This is an optimization exercise on Yosys and OpenROAD, whose aim is small area and a short achievable clock period, not a production implementation. No functional check of the RTL was part of any run shown here. Power is estimated from default activity; no workload was simulated.

**run.sh**
```bash
#!/bin/bash
# synth_recipe.tcl (not shown) runs the flow's synth.tcl, then flattens the netlist and writes it again
# the make line also repeats each setting of config.mk as NAME=value (left out here)
make -C /OpenROAD-flow-scripts/flow DESIGN_CONFIG=/design/flow/config.mk WORK_HOME=/design/flow/orfs CLKGATE_MAP_FILE= SYNTH_SCRIPT=/design/flow/synth_recipe.tcl finish
```
**config.mk**
```make
export PLATFORM = sky130hd
export DESIGN_NAME = merge_stream_rx
export DESIGN_NICKNAME = merge_stream_rx
export VERILOG_FILES = /design/flow/design.v
export SDC_FILE = /design/flow/constraint.sdc
export NUM_CORES = 4
export LEC_CHECK = 0
export ABC_CLOCK_PERIOD_IN_PS = 2800
export CAP_MARGIN = 20
export CORE_MARGIN = 2
export CORE_UTILIZATION = 40
export SETUP_SLACK_MARGIN = 3.5
export SLEW_MARGIN = 20
```
**constraint.sdc**
```tcl
create_clock -name core_clock -period 6.5 [get_ports {Clock}]
set_input_delay 1.3000 -clock core_clock [delete_from_list [all_inputs] [get_ports {Clock}]]
set_output_delay 1.3000 -clock core_clock [all_outputs]
set_load 0.01 [all_outputs]
```
**design.v**
```verilog
package merge_stream_pkg;
  localparam logic [3:0] WT_EHDR = 4'd1;
  localparam logic [3:0] WT_CHDR = 4'd2;
  localparam logic [3:0] WT_CLUS = 4'd3;
  localparam logic [3:0] WT_TRLR = 4'd4;
  localparam logic [5:0] CRC6_POLY = 6'h03;
  localparam logic [3:0] HDR_BITS = 4'd12;
  localparam logic [3:0] CRC_BITS = 4'd6;
  localparam logic [3:0] PRE_BITS = 4'd5;
  localparam logic [3:0] MAX_CHIPS = 4'd6;
  localparam int NCLUS_HI = 10;
  localparam int NCLUS_LO = 6;
  typedef enum logic [2:0] {
    ST_HUNT = 3'd0,
    ST_PRE  = 3'd1,
    ST_EHDR = 3'd2,
    ST_CHDR = 3'd3,
    ST_CLUS = 3'd4,
    ST_CRCB = 3'd5,
    ST_TRLR = 3'd6
  } rx_state_e;
endpackage
module merge_word_fifo (
  input  logic        clk_i,
  input  logic        rst_ni,
  input  logic        push_i,
  input  logic [13:0] din_i,
  input  logic        pop_i,
  output logic [14:0] head_o,
  output logic        valid_o,
  output logic        drop_o,
  output logic        room_o
);
  localparam int DEPTH = 256;
  localparam int W     = 14;
  logic [W-1:0] mem_q [DEPTH];
  logic [7:0]  wr_q, rd2_q;
  logic [8:0]  cnt_q, cnt_p, cnt_m;
  logic        valid_q, ge2_q, ge3_q, full_q, room_q;
  logic [13:0] nxt_q, rdata;
  logic [14:0] head_q;
  logic        push_ok, pop;
  function automatic logic [14:0] dec(input logic [13:0] w);
    dec = {(w[13:12] == 2'b00), w};
  endfunction
  assign push_ok = push_i & ~full_q;
  assign drop_o  = push_i & full_q;
  assign pop     = pop_i & valid_q;
  assign cnt_p   = cnt_q + {8'd0, push_ok};
  assign cnt_m   = cnt_p - 9'd1;
  always_ff @(posedge clk_i) begin
    if (push_ok) mem_q[wr_q] <= din_i;
  end
  assign rdata = mem_q[rd2_q];
  always_ff @(posedge clk_i) begin
    if (pop) nxt_q <= ge3_q ? rdata : din_i;
    else     nxt_q <= ge2_q ? nxt_q : din_i;
  end
  always_ff @(posedge clk_i) begin
    if (!rst_ni) begin
      cnt_q   <= '0;
      valid_q <= 1'b0;
      ge2_q   <= 1'b0;
      ge3_q   <= 1'b0;
      full_q  <= 1'b0;
      room_q  <= 1'b1;
      wr_q    <= 8'd0;
      rd2_q   <= 8'd2;
      head_q  <= '0;
    end else begin
      if (pop) begin
        cnt_q   <= cnt_m;
        valid_q <= cnt_p >= 9'd2;
        ge2_q   <= cnt_p >= 9'd3;
        ge3_q   <= cnt_p >= 9'd4;
        full_q  <= 1'b0;
        room_q  <= cnt_p <= 9'd57;
        head_q  <= ge2_q ? dec(nxt_q) : (push_i ? dec(din_i) : '0);
      end else begin
        cnt_q   <= cnt_p;
        valid_q <= cnt_p >= 9'd1;
        ge2_q   <= cnt_p >= 9'd2;
        ge3_q   <= cnt_p >= 9'd3;
        full_q  <= cnt_p == 9'd256;
        room_q  <= cnt_p <= 9'd56;
        if (!valid_q) head_q <= push_i ? dec(din_i) : '0;
      end
      if (push_ok) wr_q <= wr_q + 8'd1;
      if (pop)     rd2_q <= rd2_q + 8'd1;
    end
  end
  assign head_o  = head_q;
  assign valid_o = valid_q;
  assign room_o  = room_q;
endmodule
import merge_stream_pkg::*;
module merge_stream_rx (
  input  logic        Clock,
  input  logic        Reset,
  input  logic        SerIn,
  input  logic [3:0]  Address,
  output logic        SendEvt,
  output logic [15:0] WordOut,
  output logic        WordValid,
  input  logic        WordReady,
  output logic        CrcErr,
  output logic        FmtErr,
  output logic        Overflow,
  output logic [7:0]  EvtCount,
  output logic [2:0]  DbgState,
  output logic [3:0]  DbgPending
);
  function automatic logic [5:0] crc6_step(input logic [5:0] crc, input logic din);
    crc6_step = {crc[4:0], 1'b0} ^ ((crc[5] ^ din) ? CRC6_POLY : 6'h00);
  endfunction
  localparam logic [1:0] T_EHDR = 2'd1;
  localparam logic [1:0] T_CHDR = 2'd2;
  localparam logic [1:0] T_CLUS = 2'd3;
  localparam logic [1:0] T_TRLR = 2'd0;
  logic [2:0]  state_q, state_d;
  logic [3:0]  bit_cnt_q, bit_cnt_d;
  logic [10:0] shift_q;
  logic [2:0]  chips_q, chips_d;
  logic [4:0]  clus_q, clus_d;
  logic [5:0]  crc_q, crc_d;
  logic        addr_err_q, addr_err_d;
  logic        ovf_evt_q;
  logic        push_q, push_d;
  logic [13:0] pw_q, pw_d;
  logic        trl_q, trl_d;
  logic        crcerr_q, crcerr_d;
  logic        fmterr_q, fmterr_d;
  logic [2:0]  pending_q;
  logic        send_q, ovf_q;
  logic [7:0]  evt_cnt_q;
  logic [11:0] field;
  logic [4:0]  nclus;
  logic [13:0] abort_word;
  logic [14:0] head;
  logic        fifo_valid, fifo_drop, fifo_room, issue;
  assign field      = {shift_q, SerIn};
  assign nclus      = field[NCLUS_HI:NCLUS_LO];
  assign abort_word = {T_TRLR, 1'b0, addr_err_q, ovf_evt_q, 1'b1, 8'h00};
  always_comb begin
    state_d    = state_q;
    bit_cnt_d  = bit_cnt_q + 4'd1;
    chips_d    = chips_q;
    clus_d     = clus_q;
    crc_d      = crc6_step(crc_q, SerIn);
    addr_err_d = addr_err_q;
    push_d     = 1'b0;
    pw_d       = abort_word;
    trl_d      = 1'b0;
    crcerr_d   = 1'b0;
    fmterr_d   = 1'b0;
    unique case (state_q)
      ST_HUNT: begin
        bit_cnt_d = 4'd0;
        crc_d     = SerIn ? 6'h03 : 6'h00;
        if (SerIn) begin
          state_d    = ST_PRE;
          addr_err_d = 1'b0;
        end
      end
      ST_PRE: begin
        if (bit_cnt_q == 4'd0 && SerIn) begin
          state_d  = ST_HUNT;
          push_d   = 1'b1;
          trl_d    = 1'b1;
          fmterr_d = 1'b1;
        end else if (bit_cnt_q == PRE_BITS - 4'd1) begin
          state_d    = ST_EHDR;
          bit_cnt_d  = 4'd0;
          addr_err_d = (field[3:0] != Address);
        end
      end
      ST_EHDR: begin
        if (field[3:0] <= MAX_CHIPS) pw_d = {T_EHDR, field};
        if (bit_cnt_q == HDR_BITS - 4'd1) begin
          bit_cnt_d = 4'd0;
          push_d    = 1'b1;
          if (field[3:0] > MAX_CHIPS) begin
            state_d  = ST_HUNT;
            trl_d    = 1'b1;
            fmterr_d = 1'b1;
          end else begin
            chips_d = field[2:0];
            state_d = (field[3:0] == 4'd0) ? ST_CRCB : ST_CHDR;
          end
        end
      end
      ST_CHDR: begin
        pw_d = {T_CHDR, field};
        if (bit_cnt_q == HDR_BITS - 4'd1) begin
          bit_cnt_d = 4'd0;
          push_d    = 1'b1;
          if (nclus != 5'd0) begin
            clus_d  = nclus;
            state_d = ST_CLUS;
          end else if (chips_q == 3'd1) begin
            state_d = ST_CRCB;
          end else begin
            chips_d = chips_q - 3'd1;
          end
        end
      end
      ST_CLUS: begin
        pw_d = {T_CLUS, field};
        if (bit_cnt_q == HDR_BITS - 4'd1) begin
          bit_cnt_d = 4'd0;
          push_d    = 1'b1;
          if (clus_q != 5'd1) begin
            clus_d = clus_q - 5'd1;
          end else if (chips_q == 3'd1) begin
            state_d = ST_CRCB;
          end else begin
            chips_d = chips_q - 3'd1;
            state_d = ST_CHDR;
          end
        end
      end
      ST_CRCB: begin
        crc_d = crc_q;
        pw_d  = {T_TRLR, (field[5:0] != crc_q), addr_err_q, ovf_evt_q, 1'b0, 2'b00, field[5:0]};
        if (bit_cnt_q == CRC_BITS - 4'd1) begin
          bit_cnt_d = 4'd0;
          state_d   = ST_TRLR;
          push_d    = 1'b1;
          trl_d     = 1'b1;
          crcerr_d  = (field[5:0] != crc_q);
        end
      end
      default: begin
        state_d   = ST_HUNT;
        bit_cnt_d = 4'd0;
        crc_d     = 6'h00;
      end
    endcase
  end
  assign issue = (pending_q != 3'd4) && fifo_room && !send_q;
  always_ff @(posedge Clock) begin
    bit_cnt_q  <= bit_cnt_d;
    shift_q    <= field[10:0];
    chips_q    <= chips_d;
    clus_q     <= clus_d;
    crc_q      <= crc_d;
    addr_err_q <= addr_err_d;
    pw_q       <= pw_d;
    ovf_evt_q  <= (state_q == ST_HUNT && SerIn) ? 1'b0 : (ovf_evt_q | fifo_drop);
  end
  always_ff @(posedge Clock) begin
    if (!Reset) begin
      state_q   <= ST_HUNT;
      push_q    <= 1'b0;
      trl_q     <= 1'b0;
      crcerr_q  <= 1'b0;
      fmterr_q  <= 1'b0;
      pending_q <= '0;
      send_q    <= 1'b0;
      ovf_q     <= 1'b0;
      evt_cnt_q <= '0;
    end else begin
      state_q   <= state_d;
      push_q    <= push_d;
      trl_q     <= trl_d;
      crcerr_q  <= crcerr_d;
      fmterr_q  <= fmterr_d;
      send_q    <= issue;
      ovf_q     <= ovf_q | fifo_drop;
      if (issue && !trl_q)                        pending_q <= pending_q + 3'd1;
      else if (!issue && trl_q && pending_q != 0) pending_q <= pending_q - 3'd1;
      if (trl_q) evt_cnt_q <= evt_cnt_q + 8'd1;
    end
  end
  merge_word_fifo u_fifo (
    .clk_i   (Clock),
    .rst_ni  (Reset),
    .push_i  (push_q),
    .din_i   (pw_q),
    .pop_i   (WordReady),
    .head_o  (head),
    .valid_o (fifo_valid),
    .drop_o  (fifo_drop),
    .room_o  (fifo_room)
  );
  assign WordOut    = {1'b0, head};
  assign WordValid  = fifo_valid;
  assign SendEvt    = send_q;
  assign CrcErr     = crcerr_q;
  assign FmtErr     = fmterr_q;
  assign Overflow   = ovf_q;
  assign EvtCount   = evt_cnt_q;
  assign DbgState   = state_q;
  assign DbgPending = {1'b0, pending_q};
endmodule
```
==> results of run 1 <==
worst max-delay path, cell delays in order (launching register included):
cell       delay [ns]
dfxtp_4          0.40
buf_12           0.14
buf_16           0.14
buf_16           0.17
buf_16           0.16
buf_4            0.14
mux4_1           0.54
nand2_1          0.11
a21oi_1          0.12
a2111oi_4        0.54
a211o_1          0.20
a2111oi_2        0.06
a211o_1          0.24
state kept, by name, indices dropped and copies added, names as in the netlist, 8 cells and up, named ones only:
signal and cells:
u_fifo.mem_q 3584, shift_q 11, u_fifo.rd2_q 8, u_fifo.head_q 15, evt_cnt_q 8, u_fifo.nxt_q 14
u_fifo.cnt_q 9, u_fifo.wr_q 8, pw_q 14
routing by layer:
layer | track usage, % | vias up
met5 | 0 | -
met4 | 9.95 | 2
met3 | 4.55 | 684
met2 | 35.1 | 4171
met1 | 30.8 | 40784
li1 | - | 30799
final timing paths:
check | from | end | slack, ns | depth (start not counted)
min reg2reg | shift_q[3] | shift_q[4] | 0.40 | 0
min | shift_q[3] | shift_q[4] | 0.40 | 0
max reg2reg | register | u_fifo.nxt_q[5] | 3.26 | 12
max | register | u_fifo.nxt_q[5] | 3.26 | 12
logic make-up after synthesis:
| family | Yosys count | synth area share [%] |
|---|---|---|
| AO/OA/AOI/OAI | 697 | 3.36 |
| other | 1 | 0.00259 |
| buffers and inverters | 432 | 2.08 |
| multiplexers | 1184 | 14.9 |
| XOR/XNOR | 48 | 0.290 |
| adder cells (fa/ha/maj) | 22 | 0.195 |
| AND/OR/NAND/NOR | 963 | 3.00 |
| flip-flops | 3716 | 76.2 |
timing repair:
| action | in CTS | in global routing |
|---|---|---|
| resized for setup | 508 | 156 |
| gates cloned | 48 | 8 |
| endpoints found under the setup margin | 3071 | 352 |
| buffers inserted | 125 | 39 |
| pin swaps | 53 | 53 |
layout by cell type, fill, tap and decap left out, drive strengths merged, types with 12 or more instances in the layout:
cell type    Yosys  layout
a211oi          35      35
nand2          247     249
nor3            68      68
mux4           742     742
a22oi           60      60
xor2            13      13
inv             15      27
xnor2           35      35
a2111oi         36      36
and3            15      15
a31oi           27      27
a32oi           13      13
bufbuf           0      22
o211a           18      18
ha              21      21
edfxtp        3613    3613
or3             18      18
clkbuf         164     486
nor4            26      26
a21oi           89      89
bufinv           0      24
and2            41      41
o211ai          12      12
nand4           27      27
mux2i          440     440
nand2b          12      13
dfxtp          103     103
nor2           352     352
nor2b           22      22
dlygate4sd2      0      31
o21ai           86      86
a22o            19      19
clkinv           2     186
o221ai          66      66
o22ai          162     162
buf            250     610
nand3          108     108
power breakdown:
group / switching [uW] / internal, uW
clock network: 9400 / 12100
registers: 681 / 27900
logic: 5600 / 4140
total: 15700 / 44200
layout make-up:
class / instances / area share (%)
multi-input cells: 2919 / 19.7
flip-flops and latches: 3716 / 64.8
diodes: 7 / 0.0103
clock inverters: 230 / 1.29
repair buffers: 681 / 4.68
clock buffers: 477 / 5.93
well taps: 4794 / 3.51
inverters: 17 / 0.0491
stage by stage:
step,utilization [%],power [uW],std cells
6_report,47.2,59800,12841
5_1_grt,47.2,61400,12835
4_1_cts,46.8,59700,12784
3_5_place_dp,42.1,37000,11904
3_3_place_gp,42.1,36800,11896
2_1_floorplan,-,34400,7064
==> results.sh, run 1 <==
export IMPL_max_slew_margin_rel_pct=17.3
export IMPL_pre_cts_ws_ns=1.54
export IMPL_rows=221
export IMPL_first_iter_violations=10472
export IMPL_regArea_sq_um=111000
export IMPL_dieArea_sq_um=367000
export IMPL_synth_common_cells="edfxtp_1, mux4_2, mux2i_1"
export IMPL_top_layer="met5"
export IMPL_antenna_left=0
export IMPL_grt_first_pass_wirelength_mm=583
export IMPL_worst_pin_slew_ns=1.24
export IMPL_num_vias=76440
export IMPL_post_route_period_util_pct=49.8
export IMPL_yosysSeqAreaShare_pct=76.2
export IMPL_synth_edf_count=3613
export IMPL_vdd_drop_max_mv=0.296
export IMPL_synth_seq_cells=3716
export IMPL_ios=44
export IMPL_fin_setup_tns_ns=0
export IMPL_grt_overflow_total=0
export IMPL_firstDrtPassIters=8
export IMPL_synth_largest_area_cell="edfxtp_1"
export IMPL_synthTopCellsByArea="edfxtp_1, mux4_2, mux2i_1"
export IMPL_start_kind="register"
export IMPL_synth_cell_types=80
export IMPL_stdcell_area_sq_um=171000
export IMPL_arrival_ns=3.95
export IMPL_layout_setup_ws_ns=3.26
export IMPL_critPathKind="register to register"
export IMPL_run_status="complete, no violations"
export IMPL_wl_mm=423
export IMPL_finClkSkew_ns=0.0761
export IMPL_wl_met2_mm=197
export IMPL_start_util_pct=40.1
export IMPL_hold_viol_final=0
export IMPL_critPathMaxFanout=8
export IMPL_avgRoutedWirePerCell_um=33.0
export IMPL_cts_tree="done"
export IMPL_hold_class="register to register"
export IMPL_drc=0
export IMPL_port_buffer_count=41
export IMPL_htreeDepth=5
export IMPL_total_leakage_power_uw=0.0549
export IMPL_numCtsBuffers=386
export IMPL_cts_root_buffer="clkbuf_16"
export IMPL_synth_warning_count=2
export IMPL_hold_slack_ns=0.397
export IMPL_end_kind="register"
export IMPL_synth_top_area_share_pct=74.8
export IMPL_synthToLayoutAreaGrowth_pct=17.7
export IMPL_place_area_sq_um=152000
export IMPL_period_needed_ns=3.24
export IMPL_post_drt_via_cell_ratio=5.95
export IMPL_die_h_um=606
export IMPL_setup_violations_final=0
export IMPL_grt_start_max_net_pins=215
export IMPL_required_ns=7.21
export IMPL_insertion_delay_ns=0.97
export IMPL_clock_path_buffers=4
export IMPL_clk_pin_slew_worst_paths_ns=0.06
export IMPL_rsz0062_at_grt="yes"
export IMPL_yosysMostFrequentCell="edfxtp_1"
export IMPL_cts_hold_buf=0
export IMPL_dp_hpwl_mm=243
export IMPL_p_per_area_nw_per_um2=351
export IMPL_netlist_instances=7063
export IMPL_gp_congestion=0.942
export IMPL_syn_area_sq_um=145000
export IMPL_design_core_area_sq_um=362000
export IMPL_nets=7751
export IMPL_grt_pass1_vias=74314
export IMPL_met3_length_mm=41.5
export IMPL_drive_above_1_share_pct=27.1
export IMPL_cts_sinks=3716
export IMPL_drv_cap=0
export IMPL_async_flop_share_pct=0
export IMPL_synth_ff_type="edfxtp_1"
export IMPL_slew_violations=0
export IMPL_multi_input_area_sq_um=33600
export IMPL_grt_use_total_pct=22.5
export IMPL_antenna_found_initial=13
export IMPL_die_w_um=606
export IMPL_nFillCells=29565
export IMPL_wl_met1_mm=165
export IMPL_fmax_ghz=0.309
export IMPL_syn_avg_cell_area_sq_um=20.5
==> run 2: changes to the inputs <==
--- a/config.mk
+++ b/config.mk
@@ -8,6 +8,7 @@
 export ABC_CLOCK_PERIOD_IN_PS = 2800
 export CAP_MARGIN = 20
 export CORE_MARGIN = 2
-export CORE_UTILIZATION = 40
+export CORE_UTILIZATION = 55
+export PLACE_DENSITY = 0.65
 export SETUP_SLACK_MARGIN = 3.5
 export SLEW_MARGIN = 20
==> run 2 against run 1 <==
- highest routed layer unchanged
- combinational power fell by 7.9%
- clock skew decreased by 0.016 ns
- die area down 27%
- still clean on timing, DRC and antenna
==> results.sh, run 2 <==
export IMPL_async_flop_share_pct=0
export IMPL_numCtsBuffers=372
export IMPL_grt_pass1_vias=73981
export IMPL_clockPowerShare_pct=36.1
export IMPL_stdcell_area_sq_um=166000
export IMPL_finClkSkew_ns=0.0600
export IMPL_synth_common_cells="edfxtp_1, mux4_2, mux2i_1"
export IMPL_p_sw_uw=15100
export IMPL_p_int_uw=43700
export IMPL_synthToLayoutAreaGrowth_pct=14.6
export IMPL_hold_viol_final=0
export IMPL_nets=7686
export IMPL_vdd_drop_max_mv=0.247
export IMPL_wl_mm=415
export IMPL_layout_commonest_cell="edfxtp_1"
export IMPL_max_stage_delay_ns=0.42
export IMPL_design_core_area_sq_um=262000
export IMPL_syn_area_sq_um=145000
export IMPL_cts_tree="done"
export IMPL_min_delay_start="shift_q[6]"
export IMPL_mostFrequentLayoutCells="edfxtp_1, mux4_2, buf_4, mux2i_1, clkbuf_16"
export IMPL_top_register="u_fifo.mem_q"
export IMPL_period_needed_ns=3.42
export IMPL_pwr_share_seq_pct=48.7
export IMPL_yosysMostFrequentCell="edfxtp_1"
export IMPL_fin_setup_tns_ns=0
export IMPL_port_buffer_count=41
export IMPL_place_inst=10662
export IMPL_p_per_area_nw_per_um2=354
export IMPL_post_route_period_util_pct=52.6
export IMPL_place_area_sq_um=151000
export IMPL_ios=44
export IMPL_critPathKind="register to register"
export IMPL_arrival_ns=4.06
export IMPL_dieArea_sq_um=268000
export IMPL_antenna_found_initial=17
export IMPL_firstDrtPassIters=8
export IMPL_avgRoutedWirePerCell_um=36.2
export IMPL_slowest_stage="nand4_1"
export IMPL_worst_pin_slew_ns=1.19
export IMPL_synth_ff_type="edfxtp_1"
export IMPL_gp_congestion=1.00
export IMPL_path_buf_inv=3
export IMPL_cp_common_cell="buf_4"
export IMPL_num_vias=76695
export IMPL_synth_seq_cells=3716
export IMPL_antenna_left=0
export IMPL_grt_first_pass_wirelength_mm=575
export IMPL_drc=0
export IMPL_crit_chain="buf_4 -> clkinv_2 -> nor2_1 -> buf_4 -> nand2_2 -> a211oi_2 -> a311oi_2 -> nand4_1 -> o311ai_2"
export IMPL_grt_use_total_pct=30.5
export IMPL_yosysSeqAreaShare_pct=76.2
export IMPL_die_w_um=518
export IMPL_pre_cts_ws_ns=1.89
export IMPL_setup_violations_final=0
export IMPL_die_h_um=518
export IMPL_cts_hold_buf=0
export IMPL_rows=188
export IMPL_synth_cell_types=80
export IMPL_hold_slack_ns=0.381
export IMPL_rsz0062_at_grt="yes"
export IMPL_swShare_pct=25.7
export IMPL_cts_root_buffer="clkbuf_16"
export IMPL_start_util_pct=55.3
export IMPL_first_iter_violations=12739
export IMPL_netlist_instances=7063
export IMPL_clk_pin_slew_worst_paths_ns=0.06
export IMPL_nFillCells=17538
export IMPL_required_ns=7.14
export IMPL_htreeDepth=5
export IMPL_max_slew_margin_rel_pct=20.9
export IMPL_synth_warning_count=2
export IMPL_synth_edf_count=3613
export IMPL_grt_start_max_net_pins=187
export IMPL_synth_top_area_share_pct=74.8
export IMPL_insertion_delay_ns=0.95
export IMPL_slew_violations=0
export IMPL_end_kind="register"
export IMPL_syn_avg_cell_area_sq_um=20.5
export IMPL_total_leakage_power_uw=0.0541
export IMPL_pwr_share_comb_pct=15.3
export IMPL_start_kind="register"
export IMPL_post_drt_via_cell_ratio=6.68
export IMPL_cts_sinks=3716
export IMPL_critPathMaxFanout=21
export IMPL_synthTopCellsByArea="edfxtp_1, mux4_2, mux2i_1"
export IMPL_hold_class="register to register"
export IMPL_fmax_ghz=0.293
export IMPL_grt_overflow_total=0
export IMPL_drive_above_1_share_pct=24.5
export IMPL_run_status="complete, no violations"
export IMPL_biggestRegsByFlops="u_fifo.mem_q (3584), u_fifo.head_q (15)"
export IMPL_largest_reg_flops=3584
export IMPL_dp_hpwl_mm=245
export IMPL_stdcell_count=11479
export IMPL_cp_top_family="buffers and inverters"
export IMPL_drv_cap=0
export IMPL_synth_largest_area_cell="edfxtp_1"
export IMPL_clock_path_buffers=4
export IMPL_layout_setup_ws_ns=3.08
==> run 2: changes by cell type in the layout (fill, tap and decap cells not counted), moves of 11 or more <==
cell / change
nor2_1: +33
buf_4: +29
nor2_4: -29
buf_12: -28
buf_16: -24
clkinv_1: -21
clkbuf_16: -16
mux4_1: +16
mux4_2: -16
buf_6: -13
o22ai_1: +12
bufinv_16: +11
==> run 2: worst paths after layout <==
kind | endpoint | slack (ns) | cells past startpoint
worst min-delay path | shift_q[7] | 0.38 | 0
worst max register to register | u_fifo.nxt_q[9] | 3.08 | 9
worst max-delay path | u_fifo.nxt_q[9] | 3.08 | 9
worst min register to register | shift_q[7] | 0.38 | 0
==> run 2: area by class of cell <==
cell class                 instances  area (sq um)  share of cell area [%]
tap                             3515          4400                    2.65
multi-input combinational       2918         32700                    19.7
antenna                            8          20.0                  0.0120
timing repair buffer             631          6480                    3.90
clock buffer                     466          9790                    5.89
sequential                      3716        111000                    66.6
clock inverter                   208          2160                    1.30
inverter                          17          77.6                  0.0467
==> run 2: what timing repair did <==
item / in CTS / in global routing
setup buffers: 72 / 29
gates resized for setup: 278 / 73
endpoints found under the setup margin: 2553 / 828
pin swaps: 25 / 17
hold endpoints to repair: 0 / 0
gates cloned: 26 / 6
==> run 2: cells by family (layout without fill, tap and decap cells) <==
logic type      count (synthesis)  after routing  synth area share [%]
buf+inv                       432           1322                  2.08
flops                        3716           3716                  76.2
fa+ha+maj                      22             22                 0.195
other cells                     1             10               0.00259
mux                          1184           1184                  14.9
compound gates                697            697                  3.36
simple gates                  963            965                  3.00
xor+xnor                       48             48                 0.290
==> run 2: metal layers <==
layer	track usage, %	wire length, um
met3	7.03	47400
met2	45.9	190000
met1	43.2	157000
met5	0	80
met4	13.4	20900
==> run 2: power groups by stage <==
stage / combinational, uW / sequential [uW] / clock (uW)
global placement: 7640 / 29100 / 0
detailed placement: 7800 / 29200 / 0
global route: 9370 / 28600 / 22300
CTS: 8710 / 28600 / 21400
finish: 8970 / 28600 / 21200
floorplan: 5010 / 29400 / 0
==> run 2: stage by stage <==
step	power, uW	util [%]
6_report	58800	63.4
3_5_place_dp	37000	57.5
3_3_place_gp	36800	57.5
5_1_grt	60300	63.4
4_1_cts	58700	63.1
2_1_floorplan	34400	-
==> run 3: changes to the inputs <==
--- a/config.mk
+++ b/config.mk
@@ -8,7 +8,8 @@
 export ABC_CLOCK_PERIOD_IN_PS = 2800
 export CAP_MARGIN = 20
 export CORE_MARGIN = 2
-export CORE_UTILIZATION = 55
-export PLACE_DENSITY = 0.65
+export CORE_UTILIZATION = 40
+export CTS_CLUSTER_DIAMETER = 150
+export CTS_CLUSTER_SIZE = 30
 export SETUP_SLACK_MARGIN = 3.5
 export SLEW_MARGIN = 20
==> run 3 against run 2 <==
- largest cell class unchanged
- total power shrank 16%
- maximum frequency rose by 5.2%
- largest power group unchanged
- critical path depth unchanged
==> results.sh, run 3 <==
export IMPL_run_status="complete, no violations"
export IMPL_rsz0062_at_grt="yes"
export IMPL_post_drt_via_cell_ratio=6.03
export IMPL_fin_setup_tns_ns=0
export IMPL_slew_violations=0
export IMPL_synth_ff_type="edfxtp_1"
export IMPL_netlist_instances=7063
export IMPL_cp_common_cell="buf_12"
export IMPL_synth_top_area_share_pct=74.8
export IMPL_insertion_delay_ns=0.90
export IMPL_vdd_drop_max_mv=0.267
export IMPL_grt_first_pass_wirelength_mm=573
export IMPL_antenna_left=0
export IMPL_hold_class="register to register"
export IMPL_grt_start_max_net_pins=215
export IMPL_synth_edf_count=3613
export IMPL_top_register="u_fifo.mem_q"
export IMPL_drive_above_1_share_pct=23.5
export IMPL_max_stage_delay_ns=0.74
export IMPL_critPathKind="register to register"
export IMPL_synth_cell_types=80
export IMPL_start_kind="register"
export IMPL_hold_viol_final=0
export IMPL_place_inst=11904
export IMPL_design_core_area_sq_um=362000
export IMPL_wl_mm=416
export IMPL_stdcell_count=12293
export IMPL_worst_pin_slew_ns=1.22
export IMPL_drv_cap=0
export IMPL_setup_violations_final=0
export IMPL_die_h_um=606
export IMPL_cts_hold_buf=0
export IMPL_fmax_ghz=0.308
export IMPL_regArea_sq_um=111000
export IMPL_synthToLayoutAreaGrowth_pct=11.5
export IMPL_mostFrequentLayoutCells="edfxtp_1, mux4_2, buf_4, mux2i_1, nor2_1"
export IMPL_num_vias=74148
export IMPL_arrival_ns=3.98
export IMPL_synthTopCellsByArea="edfxtp_1, mux4_2, mux2i_1"
export IMPL_rows=221
export IMPL_dp_hpwl_mm=243
export IMPL_port_buffer_count=41
export IMPL_slowest_stage="o21ai_0"
export IMPL_total_leakage_power_uw=0.0506
export IMPL_grt_use_total_pct=22.2
export IMPL_path_buf_inv=4
export IMPL_p_per_area_nw_per_um2=306
export IMPL_async_flop_share_pct=0
export IMPL_critPathMaxFanout=14
export IMPL_clk_pin_slew_worst_paths_ns=0.12
export IMPL_htreeDepth=4
export IMPL_die_w_um=606
export IMPL_gp_congestion=0.942
export IMPL_dieArea_sq_um=367000
export IMPL_clock_path_buffers=4
export IMPL_drc=0
export IMPL_biggestRegsByFlops="u_fifo.mem_q (3584), u_fifo.head_q (15)"
export IMPL_grt_pass1_vias=71350
export IMPL_antenna_found_initial=17
export IMPL_post_route_period_util_pct=50.0
export IMPL_required_ns=7.23
export IMPL_numCtsBuffers=146
export IMPL_avgRoutedWirePerCell_um=33.8
export IMPL_syn_area_sq_um=145000
export IMPL_cts_sinks=3716
export IMPL_synth_largest_area_cell="edfxtp_1"
export IMPL_start_util_pct=40.1
export IMPL_cts_tree="done"
export IMPL_synth_common_cells="edfxtp_1, mux4_2, mux2i_1"
export IMPL_place_area_sq_um=152000
export IMPL_yosysMostFrequentCell="edfxtp_1"
export IMPL_cp_top_family="compound AO/OA/AOI/OAI gates"
export IMPL_yosysSeqAreaShare_pct=76.2
export IMPL_stdcell_area_sq_um=162000
export IMPL_firstDrtPassIters=6
export IMPL_period_needed_ns=3.25
export IMPL_finClkSkew_ns=0.0566
export IMPL_ios=44
export IMPL_synth_seq_cells=3716
export IMPL_multi_input_area_sq_um=33500
export IMPL_largest_reg_flops=3584
export IMPL_layout_commonest_cell="edfxtp_1"
export IMPL_nFillCells=30383
export IMPL_crit_chain="buf_12 -> buf_12 -> buf_4 -> buf_16 -> mux4_2 -> mux2i_1 -> o21ai_0 -> nand3_1 -> o311ai_1"
export IMPL_synth_warning_count=2
export IMPL_cts_root_buffer="clkbuf_16"
export IMPL_first_iter_violations=10621
export IMPL_max_slew_margin_rel_pct=19.0
export IMPL_grt_overflow_total=0
export IMPL_power_uw=49400
export IMPL_syn_avg_cell_area_sq_um=20.5
export IMPL_end_kind="register"
export IMPL_nets=7480
==> run 3: cell counts after synthesis <==
No cell type changed its count.
==> run 3: cell type report <==
cell class / count / share of cell area (%)
Inverter: 17 / 0.0542
Tap cell: 4794 / 3.71
Multi-Input combinational cell: 2919 / 20.7
Sequential cell: 3716 / 68.4
Timing Repair Buffer: 650 / 4.62
Clock buffer: 180 / 2.38
Clock inverter: 9 / 0.0843
Antenna cell: 8 / 0.0124
==> run 3: path summary, 6_finish.rpt <==
path | startpoint | endpoint | slack [ns] | cells past startpoint
worst min-delay path | shift_q[3] | shift_q[4] | 0.40 | 0
worst max register to register | register | u_fifo.nxt_q[2] | 3.25 | 9
worst min register to register | shift_q[3] | shift_q[4] | 0.40 | 0
worst max-delay path | register | u_fifo.nxt_q[2] | 3.25 | 9
==> run 3: logic make-up (layout without fill, tap and decap cells) <==
family	Yosys count	count (layout)	synth area share, %
flops	3716	3716	76.2
other cells	1	10	0.00259
buf+inv	432	856	2.08
simple gates	963	966	3.00
fa+ha+maj	22	22	0.195
xor+xnor	48	48	0.290
compound gates	697	697	3.36
mux	1184	1184	14.9
==> run 3: what timing repair did <==
item | CTS | global route
pin swaps | 55 | 32
resized for setup | 510 | 101
cloned | 47 | 5
setup buffers | 112 | 25
setup endpoints to repair | 3031 | 563
==> run 3: layer usage <==
metal  track usage (%)  part of all wire, %  up-vias
met5                 0               0.0051        -
met4              8.23                  4.4        4
met3              3.98                  9.1      583
met2              35.1                   47     3757
met1              30.8                   40    39902
li1                  -                    -    29902
==> run 3: report_power, final <==
group          internal [uW]  switching [uW]  leakage, uW
Combinational           3990            5490       0.0145
Sequential             27900             670       0.0341
Clock                   4320            7080      0.00194
==> run 3: per-stage QoR <==
step,util [%],setup slack (ns),hold slack [ns]
floorplan,-,3.52,0.329
global placement,42.1,0.594,0.375
detailed placement,42.1,1.54,0.377
CTS,44.5,3.26,0.400
global route,44.7,3.27,0.410
finish,44.7,3.25,0.400
==> run 4: changes to the inputs <==
--- a/design.v
+++ b/design.v
@@ -24,6 +24,7 @@
   input  logic        clk_i,
   input  logic        rst_ni,
   input  logic        push_i,
+  input  logic        push_nxt_i,
   input  logic [13:0] din_i,
   input  logic        pop_i,
   output logic [14:0] head_o,
@@ -31,15 +32,26 @@
   output logic        drop_o,
   output logic        room_o
 );
-  localparam int DEPTH = 256;
-  localparam int W     = 14;
-  logic [W-1:0] mem_q [DEPTH];
-  logic [7:0]  wr_q, rd2_q;
-  logic [8:0]  cnt_q, cnt_p, cnt_m;
-  logic        valid_q, ge2_q, ge3_q, full_q, room_q;
-  logic [13:0] nxt_q, rdata;
-  logic [14:0] head_q;
-  logic        push_ok, pop;
+  localparam int W = 14;
+  logic [256*W-1:0] mem_q;
+  logic [15:0]  wlo_q, whi_q;    
+  logic [15:0]  wlo_d, wen_q;    
+  logic         full_d;
+  logic [4:0]   ra0_q, ra1_q, ra2_q, ra3_q;  
+  logic [7:0]   wp_q, ra_q;
+  logic [8:0]   cnt_q, cnt_p, cnt_m;
+  logic         valid_q, full_q, room_q;
+  logic [W-1:0] s_q [8];
+  logic [W-1:0] rword;
+  logic [2:0]   ssel_q;
+  logic         sv_q;
+  logic [14:0]  q0_q;
+  logic [W-1:0] q1_q, q2_q;
+  logic         qv1_q, qv2_q, qv3_q;       
+  logic         qa0, qa1, qa2, qa_ge1, qa_ge2, qa_ge3, m_ge1, m_eq2;
+  logic         qv1_d, qv2_d, qv3_d;
+  logic         push_ok, pop, fetched, space, issue, bypass;
+  logic [W-1:0] e0, e1, e2, in1, n0, n1, n2;
   function automatic logic [14:0] dec(input logic [13:0] w);
     dec = {(w[13:12] == 2'b00), w};
   endfunction
@@ -48,48 +60,118 @@
   assign pop     = pop_i & valid_q;
   assign cnt_p   = cnt_q + {8'd0, push_ok};
   assign cnt_m   = cnt_p - 9'd1;
+  assign wlo_d  = push_ok ? {wlo_q[14:0], wlo_q[15]} : wlo_q;
+  assign full_d = !pop && cnt_p == 9'd256;
+  for (genvar h = 0; h < 16; h++) begin : g_hi
+    for (genvar l = 0; l < 16; l++) begin : g_lo
+      always_ff @(posedge clk_i) begin
+        if (wen_q[l] && whi_q[h]) mem_q[(16*h+l)*W +: W] <= din_i;
+      end
+    end
+  end
+  function automatic logic [W-1:0] rd32(input logic [32*W-1:0] m, input logic [4:0] a);
+    logic [16*W-1:0] l1;
+    logic [8*W-1:0]  l2;
+    logic [4*W-1:0]  l3;
+    logic [2*W-1:0]  l4;
+    for (int i = 0; i < 16; i++) l1[i*W +: W] = a[0] ? m[(2*i+1)*W +: W]  : m[2*i*W +: W];
+    for (int i = 0; i < 8; i++)  l2[i*W +: W] = a[1] ? l1[(2*i+1)*W +: W] : l1[2*i*W +: W];
+    for (int i = 0; i < 4; i++)  l3[i*W +: W] = a[2] ? l2[(2*i+1)*W +: W] : l2[2*i*W +: W];
+    for (int i = 0; i < 2; i++)  l4[i*W +: W] = a[3] ? l3[(2*i+1)*W +: W] : l3[2*i*W +: W];
+    rd32 = a[4] ? l4[W +: W] : l4[0 +: W];
+  endfunction
+  assign fetched = (ra_q == wp_q);
+  assign space   = pop || !(qv3_q || (qv2_q && sv_q));
+  assign issue   = !fetched && space;
+  assign bypass  = fetched && push_ok && space;
   always_ff @(posedge clk_i) begin
-    if (push_ok) mem_q[wr_q] <= din_i;
+    s_q[0] <= rd32(mem_q[0*32*W +: 32*W], ra0_q);
+    s_q[1] <= rd32(mem_q[1*32*W +: 32*W], ra0_q);
+    s_q[2] <= rd32(mem_q[2*32*W +: 32*W], ra1_q);
+    s_q[3] <= rd32(mem_q[3*32*W +: 32*W], ra1_q);
+    s_q[4] <= rd32(mem_q[4*32*W +: 32*W], ra2_q);
+    s_q[5] <= rd32(mem_q[5*32*W +: 32*W], ra2_q);
+    s_q[6] <= rd32(mem_q[6*32*W +: 32*W], ra3_q);
+    s_q[7] <= rd32(mem_q[7*32*W +: 32*W], ra3_q);
+    ssel_q <= ra_q[7:5];
+  end
+  assign rword = s_q[ssel_q];
+  assign qa_ge1 = pop ? qv2_q : qv1_q;
+  assign qa_ge2 = pop ? qv3_q : qv2_q;
+  assign qa_ge3 = pop ? 1'b0  : qv3_q;
+  assign qa0    = !qa_ge1;
+  assign qa1    = qa_ge1 && !qa_ge2;
+  assign qa2    = qa_ge2 && !qa_ge3;
+  assign m_ge1  = sv_q || bypass;
+  assign m_eq2  = sv_q && bypass;
+  assign qv1_d  = qa_ge1 || m_ge1;
+  assign qv2_d  = qa_ge2 || (qa_ge1 && m_ge1) || m_eq2;
+  assign qv3_d  = qa_ge3 || (qa_ge2 && m_ge1) || (qa_ge1 && m_eq2);
+  assign in1 = sv_q ? rword : din_i;
+  assign e0  = pop ? q1_q : q0_q[13:0];
+  assign e1  = pop ? q2_q : q1_q;
+  assign e2  = q2_q;
+  always_comb begin
+    n0 = qa0 ? in1 : e0;
+    n1 = qa1 ? in1 : (qa0 ? din_i : e1);
+    n2 = qa2 ? in1 : (qa1 ? din_i : e2);
   end
-  assign rdata = mem_q[rd2_q];
   always_ff @(posedge clk_i) begin
-    if (pop) nxt_q <= ge3_q ? rdata : din_i;
-    else     nxt_q <= ge2_q ? nxt_q : din_i;
+    q1_q <= n1;
+    q2_q <= n2;
   end
   always_ff @(posedge clk_i) begin
     if (!rst_ni) begin
       cnt_q   <= '0;
       valid_q <= 1'b0;
-      ge2_q   <= 1'b0;
-      ge3_q   <= 1'b0;
       full_q  <= 1'b0;
       room_q  <= 1'b1;
-      wr_q    <= 8'd0;
-      rd2_q   <= 8'd2;
-      head_q  <= '0;
+      wp_q    <= 8'd0;
+      wlo_q   <= 16'd1;
+      wen_q   <= 16'd0;
+      whi_q   <= 16'd1;
+      ra_q    <= 8'd0;
+      ra0_q   <= 5'd0;
+      ra1_q   <= 5'd0;
+      ra2_q   <= 5'd0;
+      ra3_q   <= 5'd0;
+      sv_q    <= 1'b0;
+      qv1_q   <= 1'b0;
+      qv2_q   <= 1'b0;
+      qv3_q   <= 1'b0;
+      q0_q    <= '0;
     end else begin
       if (pop) begin
         cnt_q   <= cnt_m;
         valid_q <= cnt_p >= 9'd2;
-        ge2_q   <= cnt_p >= 9'd3;
-        ge3_q   <= cnt_p >= 9'd4;
-        full_q  <= 1'b0;
         room_q  <= cnt_p <= 9'd57;
-        head_q  <= ge2_q ? dec(nxt_q) : (push_i ? dec(din_i) : '0);
       end else begin
         cnt_q   <= cnt_p;
         valid_q <= cnt_p >= 9'd1;
-        ge2_q   <= cnt_p >= 9'd2;
-        ge3_q   <= cnt_p >= 9'd3;
-        full_q  <= cnt_p == 9'd256;
         room_q  <= cnt_p <= 9'd56;
-        if (!valid_q) head_q <= push_i ? dec(din_i) : '0;
       end
-      if (push_ok) wr_q <= wr_q + 8'd1;
-      if (pop)     rd2_q <= rd2_q + 8'd1;
+      full_q <= full_d;
+      wlo_q  <= wlo_d;
+      wen_q  <= (push_nxt_i && !full_d) ? wlo_d : 16'd0;
+      if (push_ok) begin
+        wp_q <= wp_q + 8'd1;
+        if (wlo_q[15]) whi_q <= {whi_q[14:0], whi_q[15]};
+      end
+      if (issue || bypass) begin
+        ra_q  <= ra_q + 8'd1;
+        ra0_q <= ra0_q + 5'd1;
+        ra1_q <= ra1_q + 5'd1;
+        ra2_q <= ra2_q + 5'd1;
+        ra3_q <= ra3_q + 5'd1;
+      end
+      sv_q <= issue;
+      qv1_q <= qv1_d;
+      qv2_q <= qv2_d;
+      qv3_q <= qv3_d;
+      q0_q  <= qv1_d ? dec(n0) : '0;
     end
   end
-  assign head_o  = head_q;
+  assign head_o  = q0_q;
   assign valid_o = valid_q;
   assign room_o  = room_q;
 endmodule
@@ -276,6 +358,7 @@
     .clk_i   (Clock),
     .rst_ni  (Reset),
     .push_i  (push_q),
+    .push_nxt_i (push_d),
     .din_i   (pw_q),
     .pop_i   (WordReady),
     .head_o  (head),
--- a/config.mk
+++ b/config.mk
@@ -9,7 +9,7 @@
 export CAP_MARGIN = 20
 export CORE_MARGIN = 2
 export CORE_UTILIZATION = 40
-export CTS_CLUSTER_DIAMETER = 150
-export CTS_CLUSTER_SIZE = 30
-export SETUP_SLACK_MARGIN = 3.5
+export CTS_CLUSTER_DIAMETER = 120
+export CTS_CLUSTER_SIZE = 24
+export SETUP_SLACK_MARGIN = 3.7
 export SLEW_MARGIN = 20
==> run 4 against run 3 <==
- non-clock buffer count down 448
- sequential share of layout area up 2.2 points
- final cell count down 4.3%
- sequential power up 8.4%
- first-iteration DRC count down 22%
- wire length down 14%
- clock power up 15%
- die area up 3.4%
- count of clock-buffer cells in the layout up 115
==> results.sh, run 4 <==
export IMPL_run_status="complete, no violations"
export IMPL_synth_cell_types=84
export IMPL_gp_congestion=0.833
export IMPL_first_iter_violations=8273
export IMPL_dp_hpwl_mm=200
export IMPL_drive_above_1_share_pct=26.1
export IMPL_post_drt_via_cell_ratio=5.78
export IMPL_setup_violations_final=0
export IMPL_mostFrequentLayoutCells="edfxtp_1, mux4_2, and2_1, dfxtp_1, clkbuf_16"
export IMPL_die_h_um=616
export IMPL_top_register="u_fifo.mem_q"
export IMPL_biggestRegsByFlops="u_fifo.mem_q (3584), u_fifo.s_q (112)"
export IMPL_layout_commonest_cell="edfxtp_1"
export IMPL_synthToLayoutAreaGrowth_pct=8.35
export IMPL_stdcell_count=11765
export IMPL_reg2reg_depth=5
export IMPL_crit_path_end="u_fifo.q0_q[0]"
export IMPL_hold_viol_final=0
export IMPL_required_ns=7.32
export IMPL_end_kind="register"
export IMPL_met3_usage_pct=2.37
export IMPL_fmax_ghz=0.335
export IMPL_grt_first_pass_wirelength_mm=512
export IMPL_synthTopCellsByArea="edfxtp_1, mux4_2, dfxtp_1"
export IMPL_start_kind="register"
export IMPL_clock_path_buffers=4
export IMPL_fin_util_pct=43.6
export IMPL_firstDrtPassIters=7
export IMPL_total_leakage_power_uw=0.0485
export IMPL_cts_sinks=3907
export IMPL_regToRegStartpoint="u_fifo.ssel_q[2]"
export IMPL_synth_edf_count=3627
export IMPL_p_per_area_nw_per_um2=349
export IMPL_htreeDepth=4
export IMPL_drc=0
export IMPL_num_vias=67964
export IMPL_synth_largest_area_cell="edfxtp_1"
export IMPL_vdd_drop_max_mv=0.267
export IMPL_critPathKind="register to register"
export IMPL_rsz0062_at_grt="yes"
export IMPL_async_flop_share_pct=0
export IMPL_met1_usage_pct=26.8
export IMPL_layout_setup_ws_ns=3.52
export IMPL_numCtsBuffers=188
export IMPL_antenna_found_initial=28
export IMPL_pre_cts_ws_ns=2.42
export IMPL_synth_common_cells="edfxtp_1, mux4_2, dfxtp_1"
export IMPL_grt_use_total_pct=18.6
export IMPL_insertion_delay_ns=0.90
export IMPL_worst_pin_slew_ns=1.26
export IMPL_place_area_sq_um=156000
export IMPL_rrSetupSlack_ns=3.52
export IMPL_design_core_area_sq_um=373000
export IMPL_synth_ff_type="edfxtp_1"
export IMPL_ios=44
export IMPL_wl_mm=359
export IMPL_grt_start_max_net_pins=196
export IMPL_rows=224
export IMPL_place_inst=11373
export IMPL_slowest_stage="a21boi_0"
export IMPL_drv_cap=0
export IMPL_dieArea_sq_um=380000
export IMPL_hold_class="register to register"
export IMPL_synth_warning_count=3
export IMPL_yosysSeqAreaShare_pct=76.4
export IMPL_cts_tree="done"
export IMPL_reg2reg_to="u_fifo.q0_q[0]"
export IMPL_stdcell_area_sq_um=162000
export IMPL_syn_area_sq_um=150000
export IMPL_antenna_left=0
export IMPL_nets=6682
export IMPL_critPathMaxFanout=39
export IMPL_crit_chain="buf_4 -> a21boi_0 -> o32a_1 -> nand3_1 -> a21oi_1"
export IMPL_finClkSkew_ns=0.0503
export IMPL_post_route_period_util_pct=45.9
export IMPL_synth_top_area_share_pct=72.6
export IMPL_syn_avg_cell_area_sq_um=22.6
export IMPL_slew_violations=0
export IMPL_period_needed_ns=2.98
export IMPL_cts_hold_buf=0
export IMPL_clk_pin_slew_worst_paths_ns=0.10
export IMPL_start_util_pct=40.2
export IMPL_max_stage_delay_ns=1.05
export IMPL_met2_usage_pct=30.4
export IMPL_largest_reg_flops=3584
export IMPL_die_w_um=616
export IMPL_crit_start="u_fifo.ssel_q[2]"
export IMPL_grt_busiest_layer="met2"
export IMPL_arrival_ns=3.80
export IMPL_grt_pass1_vias=68500
export IMPL_synth_seq_cells=3907
export IMPL_grt_overflow_total=0
export IMPL_yosysMostFrequentCell="edfxtp_1"
export IMPL_avgRoutedWirePerCell_um=30.5
export IMPL_fin_setup_tns_ns=0
export IMPL_port_buffer_count=41
export IMPL_netlist_instances=6640
export IMPL_cts_root_buffer="clkbuf_16"
export IMPL_max_slew_margin_rel_pct=15.5
[run 4: cell count changes after synthesis, sizes merged, moves of 94 or more]
cell | before | now
mux2i | 440 | 41
mux4 | 742 | 1125
nor2 | 352 | 90
and2 | 41 | 277
dfxtp | 103 | 280
o22ai | 162 | 8
nand2 | 247 | 110
mux2 | 2 | 118
buf | 250 | 156
[run 4: logic make-up (layout without fill, tap and decap cells)]
| group | after synthesis | count (layout) | synth area share (%) |
|---|---|---|---|
| other | 1 | 32 | 0.00250 |
| adder cells (fa/ha/maj) | 21 | 21 | 0.179 |
| multiplexers | 1284 | 1284 | 18.1 |
| AND/OR/NAND/NOR | 670 | 670 | 2.48 |
| buffers and inverters | 416 | 537 | 1.28 |
| XOR/XNOR | 58 | 58 | 0.339 |
| flip-flops | 3907 | 3907 | 76.4 |
| AO/OA/AOI/OAI | 283 | 284 | 1.30 |
[run 4: cell type report]
cell class / count / area, sq um
fillers: 31419 / 210000
flip-flops and latches: 3907 / 115000
multi-input cells: 2319 / 33700
well taps: 4972 / 6220
clock buffers: 295 / 5170
repair buffers: 202 / 2430
inverters: 35 / 138
diodes: 30 / 75.1
clock inverters: 4 / 33.8
repair inverters: 1 / 5.00
[run 4: worst min path at each step]
stage	endpoint	cells past startpoint	start
6_report	shift_q[4]	0	shift_q[3]
5_1_grt	shift_q[4]	0	shift_q[3]
4_1_cts	shift_q[4]	0	shift_q[3]
3_5_place_dp	shift_q[4]	0	shift_q[3]
3_3_place_gp	shift_q[4]	0	shift_q[3]
2_1_floorplan	shift_q[1]	0	shift_q[0]
[run 4: worst max-delay path: cells and delay by family, from the launching register on]
kind / cells / cell delay [ns]
AOI/OAI and AO/OA: 3 / 1.69
DFF: 1 / 0.49
buffers and inverters: 1 / 0.52
and+or+nand+nor: 1 / 0.15
[run 4: per-layer routing]
metal	vias up	share of wire (%)
met5	-	0
met4	0	2.0
met3	347	6.6
met2	2512	49
met1	37398	42
li1	27707	-
[run 4: timing repair]
| action | in CTS | in global routing |
|---|---|---|
| setup buffers | 36 | 8 |
| pin swaps | 2 | 0 |
| setup endpoints to repair | 250 | 188 |
| cloned | 9 | 5 |
| gates resized for setup | 212 | 20 |
[run 4: per-stage QoR]
step / power [uW] / hold slack [ns]
floorplan: 39700 / 0.329
global placement: 43300 / 0.370
detailed placement: 43600 / 0.371
CTS: 56800 / 0.386
global route: 58700 / 0.401
finish: 56700 / 0.381
[run 4: where the power goes]
part	leakage, uW	switching (uW)	total, uW	internal [uW]
logic	0.0104	6820	12600	5740
clock network	0.00249	7550	13100	5520
registers	0.0356	1080	31000	30000

## port drivers added, routing unchanged
In the flow no input, the clock included, has a driving cell. The finished layouts below were timed again as built, in two steps.
Step 1 sets driving cells, clkbuf_16 on the clock port and buf_2 on the other inputs (assumed; they add their load-dependent delay and slew).
Step 2 adds t to the input delays and takes it off the output delays; t is the mean of the earliest and latest rising clock arrival at the registers after step 1. Input paths then give back, and output paths get back, about the clock's delay inside the block.
Slacks: ideal ports / drivers / drivers and shift; pairs: ideal ports / drivers.
run | t (ns) | slack for setup (ns) | hold WS [ns] | worst setup path at the end
run 1 | 1.043 | 3.260 / 3.260 / 2.406 | 0.397 / 0.397 / 0.397 | input to register
run 2 | 1.018 | 3.081 / 3.081 / 2.186 | 0.381 / 0.381 / 0.381 | input to register
run 3 | 0.995 | 3.251 / 3.251 / 2.410 | 0.400 / 0.400 / 0.400 | input to register
run 4 | 0.968 | 3.518 / 3.518 / 2.799 | 0.381 / 0.381 / 0.381 | input to register
After both steps setup and hold are still met in every run listed. The setup slack of run 2, which loses most, moves by 0.000 ns with the drivers and by -0.895 ns with both steps.
